Context: an optimization exercise on an open-source flow, tuned for small area, a short achievable clock period and few clock cycles per item. The choices shown serve that exercise and are no tape-out recipe.
Only simulation tests tie the RTL to the original design; equivalence was not proved.
Power figures rest on the tool's default switching activity, not on a simulated workload.

==> run a: inputs <==
// fc_layer_top
module fc_layer_top (
    input  logic                  clk,
    input  logic                  rst_n,
    input  logic                  start,
    output logic                  finish,
    input  logic [31:0]           scale,
    output logic                  weight_rd_en,
    output logic [16-1:0] weight_rd_addr0,
    output logic [16-1:0] weight_rd_addr1,
    input  logic [63:0]           weight_rdata,
    output logic                  act_rd_en,
    output logic [16-1:0] act_rd_addr0,
    output logic [16-1:0] act_rd_addr1,
    input  logic [63:0]           act_rdata,
    output logic [3:0]            act_wr_we,
    output logic [16-1:0] act_wr_addr,
    output logic [31:0]           act_wr_data
);
==> module fc_sequencer, before the edit <==
module fc_sequencer (
    input  logic                   clk,
    input  logic                   rst_n,
    input  logic                   start,
    output logic                   weight_rd_en,
    output logic [16-1:0]  weight_rd_addr0,
    output logic [16-1:0]  weight_rd_addr1,
    output logic                   act_rd_en,
    output logic [16-1:0]  act_rd_addr0,
    output logic [16-1:0]  act_rd_addr1,
    output logic                   tag_valid,
    output logic                   tag_first,
    output logic                   tag_last
);
    localparam logic [13:0] w_first = 14'(1020);
    localparam logic [13:0] w_last  = 14'(1020 + 120 * 400 / 4 - 2);
    localparam logic [9:0]  a_first = 10'(592);
    localparam logic [9:0]  a_last  = 10'(592 + 400 / 4 - 2);
    logic        issue;
    logic [13:0] waddr;    
    logic [9:0]  aaddr;    
    assign weight_rd_en    = issue;
    assign act_rd_en       = issue;
    assign weight_rd_addr0 = {2'b00, waddr[13:1], 1'b0};
    assign weight_rd_addr1 = {2'b00, waddr[13:1], 1'b1};
    assign act_rd_addr0    = {6'b000000, aaddr[9:1], 1'b0};
    assign act_rd_addr1    = {6'b000000, aaddr[9:1], 1'b1};
    always_ff @(posedge clk) begin
        if (!rst_n) begin
            issue <= 1'b0;
            waddr <= w_first;
            aaddr <= a_first;
        end else if (issue) begin
            if (waddr == w_last) begin
                issue <= 1'b0;
            end
            waddr <= waddr + 14'd2;
            aaddr <= (aaddr == a_last) ? a_first : aaddr + 10'd2;
        end else begin
            issue <= start;
            waddr <= w_first;
            aaddr <= a_first;
        end
    end
    always_ff @(posedge clk) begin
        if (!rst_n) begin
            tag_valid <= 1'b0;
        end else begin
            tag_valid <= issue;
        end
        tag_first <= aaddr == a_first;
        tag_last  <= aaddr == a_last;
    end
endmodule
==> module relu_quantizer, before the edit <==
module relu_quantizer (
    input  logic                   clk,
    input  logic                   rst_n,
    input  logic [31:0]            scale,
    input  logic [23:0]            acc_s,
    input  logic [23:0]            acc_c,
    input  logic                   sum_valid,
    output logic [3:0]             act_wr_we,
    output logic [16-1:0]  act_wr_addr,
    output logic [31:0]            act_wr_data,
    output logic                   finish
);
    localparam logic [9:0] o_first = 10'(692);
    localparam logic [9:0] o_last  = 10'(692 + 120 / 4 - 1);
    logic [23:0] sum_s;
    logic [23:0] sum_c;
    logic [23:0] v;        
    logic [22:0] r;        
    logic [22:0] hs;       
    logic [22:0] hc;       
    logic [22:0] x;
    logic [22:0] fs;
    logic [22:0] fc;
    logic        p;        
    logic        sbit;     
    logic [4:0]  k;        
    logic        busy;
    logic        fin;
    logic        sat;
    logic [6:0]  q;        
    logic [1:0]  lane;
    logic [9:0]  oaddr;
    assign sum_s = acc_s ^ 24'h00fffe;
    assign sum_c = acc_c ^ 24'h01fffc;
    always_comb begin
        logic [23:0] g;
        logic [23:0] t;
        g = sum_s & sum_c;
        t = sum_s ^ sum_c;
        for (int d = 1; d < 24; d = d * 2) begin
            for (int i = 2 * d - 1; i < 24; i = i + 2 * d) begin
                g[i] = g[i] | (t[i] & g[i - d]);
                t[i] = t[i] & t[i - d];
            end
        end
        for (int d = 8; d >= 1; d = d / 2) begin
            for (int i = 3 * d - 1; i < 24; i = i + 2 * d) begin
                g[i] = g[i] | (t[i] & g[i - d]);
                t[i] = t[i] & t[i - d];
            end
        end
        v = (sum_s ^ sum_c) ^ {g[22:0], 1'b0};
    end
    assign x  = sbit ? r : 23'd0;
    assign fs = hs ^ hc ^ x;
    assign fc = (hs & hc) | (x & (hs ^ hc));
    assign p  = fs[0];
    assign act_wr_addr = {6'b000000, oaddr};
    assign act_wr_data = {4{1'b0, q}};
    always_ff @(posedge clk) begin
        if (sum_valid) begin
            r <= v[23] ? 23'd0 : v[22:0];
            hs <= '0;
            hc <= '0;
            sat <= 1'b0;
        end else begin
            hs <= {1'b0, fs[22:1]};
            hc <= fc;
            if (busy && (k[4:3] == 2'b11 || k == 5'd0)) begin
                sat <= sat | p;
            end
        end
        sbit <= scale[sum_valid ? 5'd0 : k];
        k <= sum_valid ? 5'd1 : k + 5'd1;
        if (busy && k >= 5'd17 && k <= 5'd23) begin
            q <= {p, q[6:1]};
        end else if (fin && (sat || hs != '0 || hc != '0)) begin
            q <= 7'd127;
        end
    end
    always_ff @(posedge clk) begin
        if (!rst_n) begin
            busy <= 1'b0;
            fin <= 1'b0;
            act_wr_we <= 4'b0000;
            lane <= 2'd0;
            oaddr <= o_first;
            finish <= 1'b0;
        end else begin
            if (sum_valid) begin
                busy <= 1'b1;
            end else if (k == 5'd0) begin
                busy <= 1'b0;
            end
            fin <= busy && k == 5'd0;
            act_wr_we <= fin ? 4'b0001 << lane : 4'b0000;
            finish <= act_wr_we != 4'b0000 && lane == 2'd3 && oaddr == o_last;
            if (act_wr_we != 4'b0000) begin
                lane <= lane + 2'd1;
                if (lane == 2'd3) begin
                    oaddr <= (oaddr == o_last) ? o_first : oaddr + 10'd1;
                end
            end
        end
    end
endmodule
clock: 14.5 ns
lec_check: 0
cap_margin: 20
core_margin: 2
core_utilization: 40
cts_buf_list: sky130_fd_sc_hd__clkbuf_8
slew_margin: 20
synth_hierarchical: 1
standard.sh (not shown) runs the stock make flow with config.mk's settings and CLKGATE_MAP_FILE= SYNTH_SCRIPT=/design/flow/synth_recipe.tcl, a recipe that flattens the netlist after the stock synthesis.
==> flow/flow/run.sh <==
#!/bin/bash
# The standard layout, except that the port buffers are the platform's
# smallest plain buffer instead of a delay buffer.
set -euo pipefail
export BUFFER_PORTS_ARGS="-buffer_cell sky130_fd_sc_hd__buf_1"
bash standard.sh > standard.log 2>&1
==> inputs of run b, as changes to run a <==
--- a/flow/design.v
+++ b/flow/design.v
@@ -17,28 +17,30 @@
     localparam logic [9:0]  a_first = 10'(592);
     localparam logic [9:0]  a_last  = 10'(592 + 400 / 4 - 2);
+    localparam logic [7:0] a_first8 = a_first[7:0];
+    localparam logic [7:0] a_last8  = a_last[7:0];
     logic        issue;
     logic [13:0] waddr;    
-    logic [9:0]  aaddr;    
+    logic [7:0]  aaddr;    
     assign weight_rd_en    = issue;
     assign act_rd_en       = issue;
     assign weight_rd_addr0 = {2'b00, waddr[13:1], 1'b0};
     assign weight_rd_addr1 = {2'b00, waddr[13:1], 1'b1};
-    assign act_rd_addr0    = {6'b000000, aaddr[9:1], 1'b0};
-    assign act_rd_addr1    = {6'b000000, aaddr[9:1], 1'b1};
+    assign act_rd_addr0    = {6'b000000, 2'b10, aaddr[7:1], 1'b0};
+    assign act_rd_addr1    = {6'b000000, 2'b10, aaddr[7:1], 1'b1};
     always_ff @(posedge clk) begin
         if (!rst_n) begin
             issue <= 1'b0;
             waddr <= w_first;
-            aaddr <= a_first;
+            aaddr <= a_first8;
         end else if (issue) begin
-            if (waddr == w_last) begin
+            if ((waddr & w_last) == w_last) begin
                 issue <= 1'b0;
             end
             waddr <= waddr + 14'd2;
-            aaddr <= (aaddr == a_last) ? a_first : aaddr + 10'd2;
+            aaddr <= ((aaddr & a_last8) == a_last8) ? a_first8 : aaddr + 8'd2;
         end else begin
             issue <= start;
             waddr <= w_first;
-            aaddr <= a_first;
+            aaddr <= a_first8;
         end
     end
@@ -49,6 +51,6 @@
             tag_valid <= issue;
         end
-        tag_first <= aaddr == a_first;
-        tag_last  <= aaddr == a_last;
+        tag_first <= (aaddr & ~a_first8) == 8'd0;
+        tag_last  <= (aaddr & a_last8) == a_last8;
     end
 endmodule
@@ -2983,6 +2985,6 @@
     output logic                   finish
 );
-    localparam logic [9:0] o_first = 10'(692);
-    localparam logic [9:0] o_last  = 10'(692 + 120 / 4 - 1);
+    localparam logic [7:0] o_first = 8'(692);
+    localparam logic [7:0] o_last  = 8'(692 + 120 / 4 - 1);
     logic [23:0] sum_s;
     logic [23:0] sum_c;
@@ -3002,5 +3004,5 @@
     logic [6:0]  q;        
     logic [1:0]  lane;
-    logic [9:0]  oaddr;
+    logic [7:0]  oaddr;
     assign sum_s = acc_s ^ 24'h00fffe;
     assign sum_c = acc_c ^ 24'h01fffc;
@@ -3028,5 +3030,5 @@
     assign fc = (hs & hc) | (x & (hs ^ hc));
     assign p  = fs[0];
-    assign act_wr_addr = {6'b000000, oaddr};
+    assign act_wr_addr = {6'b000000, 2'b10, oaddr};
     assign act_wr_data = {4{1'b0, q}};
     always_ff @(posedge clk) begin
@@ -3071,5 +3073,5 @@
                 lane <= lane + 2'd1;
                 if (lane == 2'd3) begin
-                    oaddr <= (oaddr == o_last) ? o_first : oaddr + 10'd1;
+                    oaddr <= (oaddr == o_last) ? o_first : oaddr + 8'd1;
                 end
             end
--- a/flow/config.mk
+++ b/flow/config.mk
@@ -8,6 +8,7 @@
 export CAP_MARGIN = 20
 export CORE_MARGIN = 2
-export CORE_UTILIZATION = 40
-export CTS_BUF_LIST = sky130_fd_sc_hd__clkbuf_8
+export CORE_UTILIZATION = 75
+export CTS_CLUSTER_DIAMETER = 100
+export CTS_CLUSTER_SIZE = 30
 export SLEW_MARGIN = 20
 export SYNTH_HIERARCHICAL = 1
==> run notes <==
- Via count: between 15,000 and 20,000
- R2r setup slk: approximately 11,000 ps
- Fin util: around four fifths
- Multi-input combinational area share: between 50% and 60%
- Commonest non-fill, non-tap cells in the layout: 545 x fa_1, 522 x nand2_1, 373 x dfxtp_1
- Non-clk bufs: 248
- FF+latch area: 8390 µm²
- Buffering overhead: 3.47%
- Outcome: complete, no violations
- Multi-input logic area: 16,200 µm²
- Power share of the combinational group: 54.3%
- Syn Inst Count: 2,264
- Rows: slightly below 70
- Placer congestion estimate: ~1.0
- Routed length on met1: 21,800 µm
Source of the figures above: run b

==> run notes <==
- FF+latch area: between 8000 and 9000 µm²
- Routed length on met1: just under 30,000 µm
- Fin util: ~44%
- Placer congestion estimate: around 0.96
- Power share of the combinational group: about 48%
- Non-clk bufs: 255
- Buffering overhead: 3.36%
- R2r setup slk: between 10,000 and 15,000 ps
- Rows: 94
- Syn Inst Count: 2,279
- Outcome: complete, no violations
- Multi-input combinational area share: around 56%
- Via count: ~17,000
Source of the figures above: run a

Testbench counts of run a, summed over its fixed seeds: cycles 144,960, layers 24.
Testbench counts of run b, summed over its fixed seeds: cycles 144,960, layers 24.

[what the ideal ports hide]
The flow's constraints put no driver on any port. The routed layouts listed below were extracted and timed again, unchanged, in two steps.
Step 1, drivers: a clkbuf_16 drives clk and a buf_2 each remaining input, both assumed.
Step 2 adds t to the input delays and takes it off the output delays; t is the mean of the earliest and latest rising clock arrival at the registers after step 1. Input paths then give back, and output paths get back, about the clock's delay inside the block.
a / b / c = ideal / step 1 / step 2; a / b = the first two.
run	t (ns)	setup WS [ns]	clock arrival spread, ns	slew at the worst register clock pin (ns)
run a	0.725	10.164 / 10.102 / 10.335	0.047 / 0.046	0.07 / 0.07
run b	0.594	10.312 / 10.257 / 10.313	0.031 / 0.030	0.11 / 0.11
After both steps setup and hold are still met in every run listed.
